Context: an optimization exercise on an open-source flow, tuned for small area. The choices shown serve that exercise and are no tape-out recipe. Function was checked by simulation only, so behaviour that the tests miss may differ from the original. The flow treats the clock pin as an ideal source, which a real chip does not have. Power figures rest on the tool's default switching activity, not on a simulated workload.

## tft_top
module tft_top (
	input  logic                clk,
	input  logic                n_reset,
	output tft_pkg::mem_req_t   mem,
	input  logic                rdy,
	input  logic                ifrdy,
	input  tft_pkg::rgb565_t    data,
	output tft_pkg::tft_pixel_t pixel,
	output tft_pkg::tft_sync_t  sync,
	output logic                underrun
);
For scale: roughly 260 cells after synthesis, ~91 flip-flops, about 74 I/O pins.
==> flow/config.mk <==
export PLATFORM = sky130hd
export DESIGN_NAME = tft_top
export DESIGN_NICKNAME = tft_top
export VERILOG_FILES = /design/flow/design.v
export SDC_FILE = /design/flow/constraint.sdc
export NUM_CORES = 4
export LEC_CHECK = 0
export CAP_MARGIN = 20
export CORE_MARGIN = 2
export CORE_UTILIZATION = 40
export SLEW_MARGIN = 20
==> flow/constraint.sdc <==
create_clock -name core_clock -period 10.0 [get_ports {clk}]
set_input_delay 2.0000 -clock core_clock [delete_from_list [all_inputs] [get_ports {clk}]]
set_output_delay 2.0000 -clock core_clock [all_outputs]
set_load 0.01 [all_outputs]
standard.sh (not shown) runs the stock make flow with config.mk's settings and CLKGATE_MAP_FILE= SYNTH_SCRIPT=/design/flow/synth_recipe.tcl, a recipe that flattens the netlist after the stock synthesis.
==> flow/flow/run.sh <==
#!/bin/bash
# Standard ORFS layout with these changes: ports are buffered with buf_1,
# constants come from one tie cell per value, CTS adds no dummy loads and a
# post-CTS step (post_cts.tcl) downsizes clock buffers while the flip-flop
# clock slew stays low, and power recovery downsizes non-critical gates.
set -euo pipefail
export BUFFER_PORTS_ARGS="-buffer_cell sky130_fd_sc_hd__buf_1"
export SKIP_REPAIR_TIE_FANOUT=1
export CTS_ARGS="-sink_clustering_enable -repair_clock_nets -dont_use_dummy_load"
export POST_CTS_TCL="$PWD/flow/post_cts.tcl"
bash standard.sh synth > synth.log 2>&1
bash standard.sh "BUFFER_PORTS_ARGS=$BUFFER_PORTS_ARGS" \
	"SKIP_REPAIR_TIE_FANOUT=$SKIP_REPAIR_TIE_FANOUT" \
	"CTS_ARGS=$CTS_ARGS" \
	"POST_CTS_TCL=$POST_CTS_TCL" \
	RECOVER_POWER=100 \
	finish > layout.log 2>&1
==> flow/flow/post_cts.tcl <==
# Downsize clock buffers where the flip-flop clock pins keep a slew below
# slew_limit (in the library's time unit, ns) by the placement estimate.
set slew_limit 0.120
set sizes {sky130_fd_sc_hd__clkbuf_2 sky130_fd_sc_hd__clkbuf_4}
set block [ord::get_db_block]

proc clock_sink_slew {} {
  set worst 0.0
  foreach pin [get_pins -hierarchical */CLK] {
    set s [get_property $pin slew_max]
    if {$s > $worst} { set worst $s }
  }
  return $worst
}

estimate_parasitics -placement
set bufs {}
foreach inst [$block getInsts] {
  if {[[$inst getMaster] getName] eq "sky130_fd_sc_hd__clkbuf_8"} {
    set net [[$inst findITerm X] getNet]
    if {$net ne "NULL" && [$net getSigType] eq "CLOCK"} { lappend bufs [$inst getName] }
  }
}
puts "post_cts: clock buffers $bufs, worst sink slew [clock_sink_slew]"
foreach name $bufs {
  set kept sky130_fd_sc_hd__clkbuf_8
  foreach size $sizes {
    replace_cell $name $size
    estimate_parasitics -placement
    set w [clock_sink_slew]
    if {$w <= $slew_limit} {
      set kept $size
      break
    }
  }
  if {$kept eq "sky130_fd_sc_hd__clkbuf_8"} { replace_cell $name $kept; estimate_parasitics -placement }
  puts "post_cts: $name -> $kept (worst sink slew [clock_sink_slew])"
}
The baseline completed with no timing, DRC or antenna violations.
Rerun with:
--- a/flow/flow/post_cts.tcl
+++ b/flow/flow/post_cts.tcl
@@ -2,3 +2,3 @@
 # slew_limit (in the library's time unit, ns) by the placement estimate.
-set slew_limit 0.120
+set slew_limit 0.125
 set sizes {sky130_fd_sc_hd__clkbuf_2 sky130_fd_sc_hd__clkbuf_4}
Cell area is unchanged; wire length is unchanged; worst setup slack stays the same; synthesized cell count stays the same; critical path depth does not change; die area stays the same; clock skew does not change; clock-buffer cell count is unchanged; power does not change.
Rerun with:
==> flow/flow/run.sh (replaced) <==
#!/bin/bash
# Standard ORFS layout with these changes: the standard synthesis's
# combinational logic is remapped for area (resynth.tcl, flip-flops untouched),
# ports are buffered with buf_1, constants come from one tie cell per value,
# CTS adds no dummy loads, a post-CTS step (post_cts.tcl) downsizes clock
# buffers while the flip-flop clock slew stays low, and power recovery
# downsizes non-critical gates.
set -euo pipefail
export BUFFER_PORTS_ARGS="-buffer_cell sky130_fd_sc_hd__buf_1"
export SKIP_REPAIR_TIE_FANOUT=1
export CTS_ARGS="-sink_clustering_enable -repair_clock_nets -dont_use_dummy_load"
export POST_CTS_TCL="$PWD/flow/post_cts.tcl"
RES=$PWD/orfs/results/$FLOW_PLATFORM/tft_top/base

bash standard.sh synth > synth.log 2>&1

cp $RES/1_2_yosys.v $RES/1_2_yosys_standard.v
export RESYN_LIB=$FLOW_HOME/platforms/sky130hd/lib/sky130_fd_sc_hd__tt_025C_1v80.lib
export RESYN_DONT_USE="$(make -s -C $FLOW_HOME DESIGN_CONFIG=$PWD/config.mk WORK_HOME=$PWD/orfs print-DONT_USE_CELLS | sed -n 's/^DONT_USE_CELLS: //p')"
export RESYN_IN=$RES/1_2_yosys_standard.v
export RESYN_OUT=$RES/1_2_yosys.v
export RESYN_TOP=$FLOW_TOP
export RESYN_ABC=$PWD/flow/resynth.abc
YOSYS=$(command -v yosys || echo $FLOW_HOME/../tools/install/yosys/bin/yosys)
$YOSYS -c flow/resynth.tcl > resynth.log 2>&1
rm -f $RES/1_synth.odb $RES/1_synth.sdc

bash standard.sh "BUFFER_PORTS_ARGS=$BUFFER_PORTS_ARGS" \
	"SKIP_REPAIR_TIE_FANOUT=$SKIP_REPAIR_TIE_FANOUT" \
	"CTS_ARGS=$CTS_ARGS" \
	"POST_CTS_TCL=$POST_CTS_TCL" \
	RECOVER_POWER=100 \
	finish > layout.log 2>&1
--- a/flow/flow/post_cts.tcl
+++ b/flow/flow/post_cts.tcl
@@ -2,3 +2,3 @@
 # slew_limit (in the library's time unit, ns) by the placement estimate.
-set slew_limit 0.125
+set slew_limit 0.120
 set sizes {sky130_fd_sc_hd__clkbuf_2 sky130_fd_sc_hd__clkbuf_4}
==> flow/flow/resynth.abc (new file) <==
&get -n
&st
&dch
&nf -R 1000
&put
&get -n
&st
&dch
&nf -R 1000
&put
==> flow/flow/resynth.tcl (new file) <==
# Remap the standard synthesis's combinational logic for area. The flip-flops
# and tie cells stay exactly as the standard synthesis made them (same cells,
# same instance names); every other cell is read as its liberty function and
# mapped again by ABC with an area-oriented script.
yosys -import
set lib $::env(RESYN_LIB)
set dont_use {}
foreach c $::env(RESYN_DONT_USE) { lappend dont_use -dont_use $c }
read_liberty -ignore_miss_func -ignore_miss_dir $lib
read_verilog $::env(RESYN_IN)
hierarchy -top $::env(RESYN_TOP)
set keep {}
foreach m [split [string trim [exec grep -o {sky130_fd_sc_hd__[a-z0-9_]*} $::env(RESYN_IN)]] "\n"] {
  if {[regexp {__(df|edf|sdf|dl|conb)} $m]} { lappend keep $m }
}
blackbox {*}[lsort -unique $keep]
flatten
opt -purge
abc -liberty $lib {*}$dont_use -script $::env(RESYN_ABC)
opt_clean -purge
hilomap -singleton -hicell sky130_fd_sc_hd__conb_1 HI -locell sky130_fd_sc_hd__conb_1 LO
splitnets
opt_clean -purge
insbuf -buf sky130_fd_sc_hd__buf_4 A X
stat -liberty $lib
write_verilog -noattr -noexpr -nohex -nodec $::env(RESYN_OUT)
What happened:
- The new run finished clean
- utilization rose by 0.81 points
- worst setup slack got worse by 0.21 ns
- via count came out higher by about 3.6%
- worst hold slack gets better by 0.017 ns
- global-route usage rose by 0.42 points
- wire length falls by about 1.2%
- design area shrinks by about 3%
- sequential power stays flat
- count of clock-buffer cells in the layout stays the same
- die area falls by about 3.6%

==> static timing again, ports no longer ideal <==
No port has a modelled driver above. Below, the same layouts with a new extraction and two added sets of constraints.
Step 1 assumes that a clkbuf_16 drives the clock port and a buf_2 every other input.
Step 2 adds t to the input delays and takes it off the output delays; t is the mean of the earliest and latest rising clock arrival at the registers after step 1. Input paths then give back, and output paths get back, about the clock's delay inside the block.
Slacks: ideal ports / drivers / drivers and shift; pairs: ideal ports / drivers.
run	t (ns)	setup slack, ns	latest minus earliest clock arrival (ns)	worst register clock-pin slew, ns	worst slew at a driven data input, ns
the first run	0.504	5.502 / 5.474 / 5.978	0.035 / 0.035	0.12 / 0.12	0.04
the second run	0.504	5.502 / 5.474 / 5.978	0.035 / 0.035	0.12 / 0.12	0.04
the third run	0.512	5.288 / 5.263 / 5.643	0.026 / 0.026	0.10 / 0.10	0.05
After both steps setup and hold are still met in every run listed.
